What follows belongs to an exercise in optimizing a design on an open flow for small area; a production flow would make more cautious choices.
The RTL was checked by simulation tests, not by an equivalence proof against the original design.
Power figures rest on the tool's default switching activity, not on a simulated workload.

job 3517:
==> flow/design.v <==
package fcrla_pkg;
	localparam int MAX_SAMPLES = 4096;
	localparam int SAMPLE_BITS = 16;
	localparam int LANES       = 4;
	localparam int COUNT_W     = 13;
	localparam int TIME_W      = 32;
	localparam int IVAL_W      = 16;
	localparam int TALLY_W     = 13;
	localparam int SUM_W       = 28;
	localparam int IN_W        = 104;
	localparam int OUT_W       = 80;
	localparam logic [IVAL_W-1:0] EMIT_INTERVAL_RESET = IVAL_W'(1000);
	typedef enum logic [1:0] {
		ST_IDLE = 2'd0,
		ST_ACC  = 2'd1,
		ST_DIV  = 2'd2,
		ST_OUT  = 2'd3
	} state_t;
endpackage
module four_channel_rate_limited_averager_top (
	input  logic                          clk,
	input  logic                          arst_n,
	input  logic                          s_tvalid,
	output logic                          s_tready,
	input  logic [fcrla_pkg::IN_W-1:0]    s_tdata,
	input  logic [1:0]                    s_tuser,
	output logic                          m_tvalid,
	input  logic                          m_tready,
	output logic [fcrla_pkg::OUT_W-1:0]   m_tdata,
	input  logic                          cfg_we,
	input  logic [fcrla_pkg::IVAL_W-1:0]  cfg_data
);
	fcrla_pkg::state_t state_q;
	logic [1:0]  ph_q;
	logic [3:0]  step_q;
	logic [15:0] ival_q;
	logic        stream_q;
	logic [31:0] last_q;
	logic        fresh_q;    
	logic        clrp_q;
	logic [11:0] w0h_q, w1h_q, w2h_q, w3h_q;
	logic        smp;
	logic        room;
	logic        accept;
	logic        hit;
	logic        acc_last;
	logic        div;
	logic [15:0] pad;
	logic [27:0] acc;
	logic [27:0] dstep;
	logic [27:0] alu;
	logic [12:0] tally_inc;
	logic [3:0]  step_inc;
	assign smp      = (s_tuser == 2'd0) && stream_q && s_tdata[0];
	assign room     = !m_tdata[76];
	assign acc_last = (state_q == fcrla_pkg::ST_ACC) && (ph_q == 2'd3);
	assign s_tready = ((state_q == fcrla_pkg::ST_IDLE) && !smp) || acc_last;
	assign accept   = s_tvalid && s_tready;
	assign div      = (state_q == fcrla_pkg::ST_DIV);
	always_comb begin
		logic [31:0] t;
		logic [15:0] e;
		logic [15:0] s;
		logic        c;
		logic        ch;
		logic        ge;
		logic        nl;
		logic        hz;
		t = s_tdata[32:1];
		c = 1'b1;
		for (int i = 0; i < 16; i++) begin
			nl   = !(last_q[i] && !fresh_q);
			e[i] = t[i] ^ nl ^ c;
			c    = (t[i] & nl) | (c & (t[i] ^ nl));
		end
		ch = 1'b0;
		for (int i = 0; i < 16; i++) begin
			nl   = !(last_q[16+i] && !fresh_q);
			s[i] = t[16+i] ^ nl ^ ch;
			ch   = (t[16+i] & nl) | (ch & (t[16+i] ^ nl));
		end
		ge = 1'b1;
		for (int i = 0; i < 16; i++) begin
			ge = (e[i] & !ival_q[i]) | (ge & (e[i] | !ival_q[i]));
		end
		hz  = c ? (&s) : !(|s);
		hit = !hz || ge;
	end
	always_comb begin
		logic [3:0] sel;
		for (int k = 0; k < 4; k++) begin
			sel[k] = (state_q == fcrla_pkg::ST_ACC) && room && (ph_q == 2'(k));
		end
		pad = ({16{sel[0]}} & s_tdata[48:33]) | ({16{sel[1]}} & s_tdata[64:49])
		    | ({16{sel[2]}} & s_tdata[80:65]) | ({16{sel[3]}} & s_tdata[96:81]);
	end
	always_comb begin
		logic [27:0] a;
		logic        c;
		logic        p;
		a = clrp_q ? 28'd0 : {w0h_q, m_tdata[15:0]};
		c = 1'b0;
		for (int i = 0; i < 16; i++) begin
			acc[i] = a[i] ^ pad[i] ^ c;
			c      = (a[i] & pad[i]) | (c & (a[i] ^ pad[i]));
		end
		p = 1'b1;
		for (int i = 16; i < 28; i++) begin
			acc[i] = a[i] ^ (c & p);
			p      = p & a[i];
		end
	end
	always_comb begin
		logic [12:0] tr;
		logic [12:0] d;
		logic        c;
		tr = {w0h_q, m_tdata[15]};
		c  = 1'b1;
		for (int i = 0; i < 13; i++) begin
			d[i] = tr[i] ^ !m_tdata[64+i] ^ c;
			c    = (tr[i] & !m_tdata[64+i]) | (c & (tr[i] ^ !m_tdata[64+i]));
		end
		dstep = {c ? d[11:0] : tr[11:0], m_tdata[14:0], c};
	end
	assign alu = div ? dstep : acc;
	always_ff @(posedge clk) begin
		w3h_q <= alu[27:16];
		w2h_q <= w3h_q;
		w1h_q <= w2h_q;
		w0h_q <= w1h_q;
	end
	always_ff @(posedge clk) begin
		if (state_q != fcrla_pkg::ST_OUT) begin
			m_tdata[63:48] <= alu[15:0];
			m_tdata[47:32] <= m_tdata[63:48];
			m_tdata[31:16] <= m_tdata[47:32];
			m_tdata[15:0]  <= m_tdata[31:16];
		end
	end
	always_comb begin
		logic c;
		c = 1'b1;
		for (int i = 0; i < 13; i++) begin
			tally_inc[i] = m_tdata[64+i] ^ c;
			c            = m_tdata[64+i] & c;
		end
		c = 1'b1;
		for (int i = 0; i < 4; i++) begin
			step_inc[i] = step_q[i] ^ c;
			c           = step_q[i] & c;
		end
	end
	always_ff @(posedge clk or negedge arst_n) begin
		if (!arst_n) begin
			ph_q <= '0;
		end else begin
			ph_q <= ph_q + 2'd1;
		end
	end
	always_ff @(posedge clk) begin
		step_q <= '0;
		if (div) begin
			step_q <= (ph_q == 2'd3) ? step_inc : step_q;
		end
	end
	always_ff @(posedge clk or negedge arst_n) begin
		if (!arst_n) begin
			state_q <= fcrla_pkg::ST_IDLE;
		end else begin
			unique case (state_q)
				fcrla_pkg::ST_IDLE: begin
					if (s_tvalid && smp && (ph_q == 2'd3)) begin
						state_q <= fcrla_pkg::ST_ACC;
					end
				end
				fcrla_pkg::ST_ACC: begin
					if (acc_last) begin
						state_q <= hit ? fcrla_pkg::ST_DIV : fcrla_pkg::ST_IDLE;
					end
				end
				fcrla_pkg::ST_DIV: begin
					if ((step_q == 4'd15) && (ph_q == 2'd3)) begin
						state_q <= fcrla_pkg::ST_OUT;
					end
				end
				default: begin
					if (m_tready) begin
						state_q <= fcrla_pkg::ST_IDLE;
					end
				end
			endcase
		end
	end
	always_ff @(posedge clk or negedge arst_n) begin
		if (!arst_n) begin
			ival_q <= fcrla_pkg::EMIT_INTERVAL_RESET;
		end else if (cfg_we) begin
			ival_q <= cfg_data;
		end
	end
	always_ff @(posedge clk or negedge arst_n) begin
		if (!arst_n) begin
			stream_q <= 1'b0;
			fresh_q  <= 1'b1;
		end else if (accept) begin
			unique case (s_tuser)
				2'd1: stream_q <= 1'b1;
				2'd2: stream_q <= 1'b0;
				2'd0: begin
					if (smp && hit) begin
						fresh_q <= 1'b0;
					end
				end
				default: ;
			endcase
		end
	end
	always_ff @(posedge clk) begin
		if ((state_q == fcrla_pkg::ST_OUT) && m_tready) begin
			m_tdata[76:64] <= '0;
			clrp_q         <= 1'b1;
		end else if (accept) begin
			if (s_tuser == 2'd1) begin
				m_tdata[76:64] <= '0;
				clrp_q         <= 1'b1;
			end else if ((s_tuser == 2'd0) && smp && room) begin
				m_tdata[76:64] <= tally_inc;
				clrp_q         <= 1'b0;
			end
		end
	end
	always_ff @(posedge clk) begin
		if (accept && smp && hit) begin
			last_q <= s_tdata[32:1];
		end
	end
	assign m_tvalid       = (state_q == fcrla_pkg::ST_OUT);
	assign m_tdata[79:77] = 3'b000;
endmodule
export LEC_CHECK = 0
export ABC_AREA = 1
export CAP_MARGIN = 20
export CORE_MARGIN = 2
export CORE_UTILIZATION = 65
export SLEW_MARGIN = 20
create_clock -name core_clock -period 10.0 [get_ports {clk}]
standard.sh (not shown) runs the stock make flow with config.mk's settings and CLKGATE_MAP_FILE= SYNTH_SCRIPT=/design/flow/synth_recipe.tcl, a recipe that flattens the netlist after the stock synthesis.
==> flow/flow/run.sh <==
#!/bin/bash
# The standard layout with two changes: the port buffers use the smallest
# buffer cell (every port still gets its own buffer), and the clock tree is
# built from fewer, larger clusters without dummy loads.
set -euo pipefail
bash standard.sh \
  BUFFER_PORTS_ARGS="-buffer_cell sky130_fd_sc_hd__buf_1" \
  CTS_ARGS="-sink_clustering_enable -repair_clock_nets -sink_clustering_size 30 -sink_clustering_max_diameter 300 -buf_list sky130_fd_sc_hd__clkbuf_8 -dont_use_dummy_load" \
  finish > make_finish.log 2>&1
Input changes introduced in job 2280 (baseline for comparison: job 3517):
diff --git a/flow/design.v b/flow/design.v
--- a/flow/design.v
+++ b/flow/design.v
@@ -100,4 +100,7 @@
 		logic        p;
 		a = clrp_q ? 28'd0 : {w0h_q, m_tdata[15:0]};
+		if (div) begin
+			a[15:0] = {m_tdata[14:0], 1'b0};
+		end
 		c = 1'b0;
 		for (int i = 0; i < 16; i++) begin
@@ -123,5 +126,5 @@
 		dstep = {c ? d[11:0] : tr[11:0], m_tdata[14:0], c};
 	end
-	assign alu = div ? dstep : acc;
+	assign alu = {div ? dstep[27:16] : acc[27:16], acc[15:1], div ? dstep[0] : acc[0]};
 	always_ff @(posedge clk) begin
 		w3h_q <= alu[27:16];
- Reported for job 3517 and job 2280, number of antenna violations at the first check in global routing turned out identical to the last digit.
- Compare job 3517 and job 2280 | post-place setup slack higher: job 2280
- Job 2280 vs job 3517: combinational power up
- Relative to job 3517, the synthesized cell count measured on job 2280 has decreased by a few percent.
- Job 2280 ended up with a higher half-perimeter wire length after placement than job 3517 did.
- When the final numbers for job 3517 and job 2280 were put side by side, the fill cell instance count of the final layout turned out to be smaller in job 2280.
- When the final numbers for job 3517 and job 2280 were put side by side, the post-route worst setup slack turned out to be smaller in job 3517.
- Job 3517 was larger in final cell area than job 2280.
- | die area | job 2280 vs job 3517 | about 0.65% lower |
- Area growth from synthesis to layout, job 3517 and job 2280: smaller value in job 3517
- Lower post-route non-filler standard cell count was reported by job 2280, not job 3517.
- | number of search-and-repair iterations in the first detailed-routing pass | lower: job 3517 |
- Vias after detailed routing went down slightly going from job 3517 to job 2280.
- Re routing usage on met1: job 2280 is 2.1 points down on job 3517.

## afterwards: timing with drivers on the ports
Ports are ideal in the flow. The routed layouts listed here were re-timed in OpenROAD. Step 1 sets driving cells, clkbuf_16 on the clock port and buf_2 on the other inputs (assumed; they add their load-dependent delay and slew). Step 2, shift: input delay + t, output delay - t, t = (earliest + latest rising clock arrival at the registers) / 2. This alone moves slack from input paths to output paths. Slacks: ideal ports / drivers / drivers and shift; pairs: ideal ports / drivers.
| run | t (ns) | slack for setup (ns) | worst register clock-pin slew, ns | worst data-port slew with drivers (ns) |
|---|---|---|---|---|
| job 3517 | 0.486 | 0.430 / 0.426 / -0.061 | 0.09 / 0.09 | 0.05 |
| job 2280 | 0.487 | 0.515 / 0.519 / 0.032 | 0.09 / 0.09 | 0.06 |
Met with ideal ports but missed after step 2: setup timing in job 3517. The setup slack of job 3517, which loses most, moves by -0.004 ns with the drivers and by -0.491 ns with both steps.
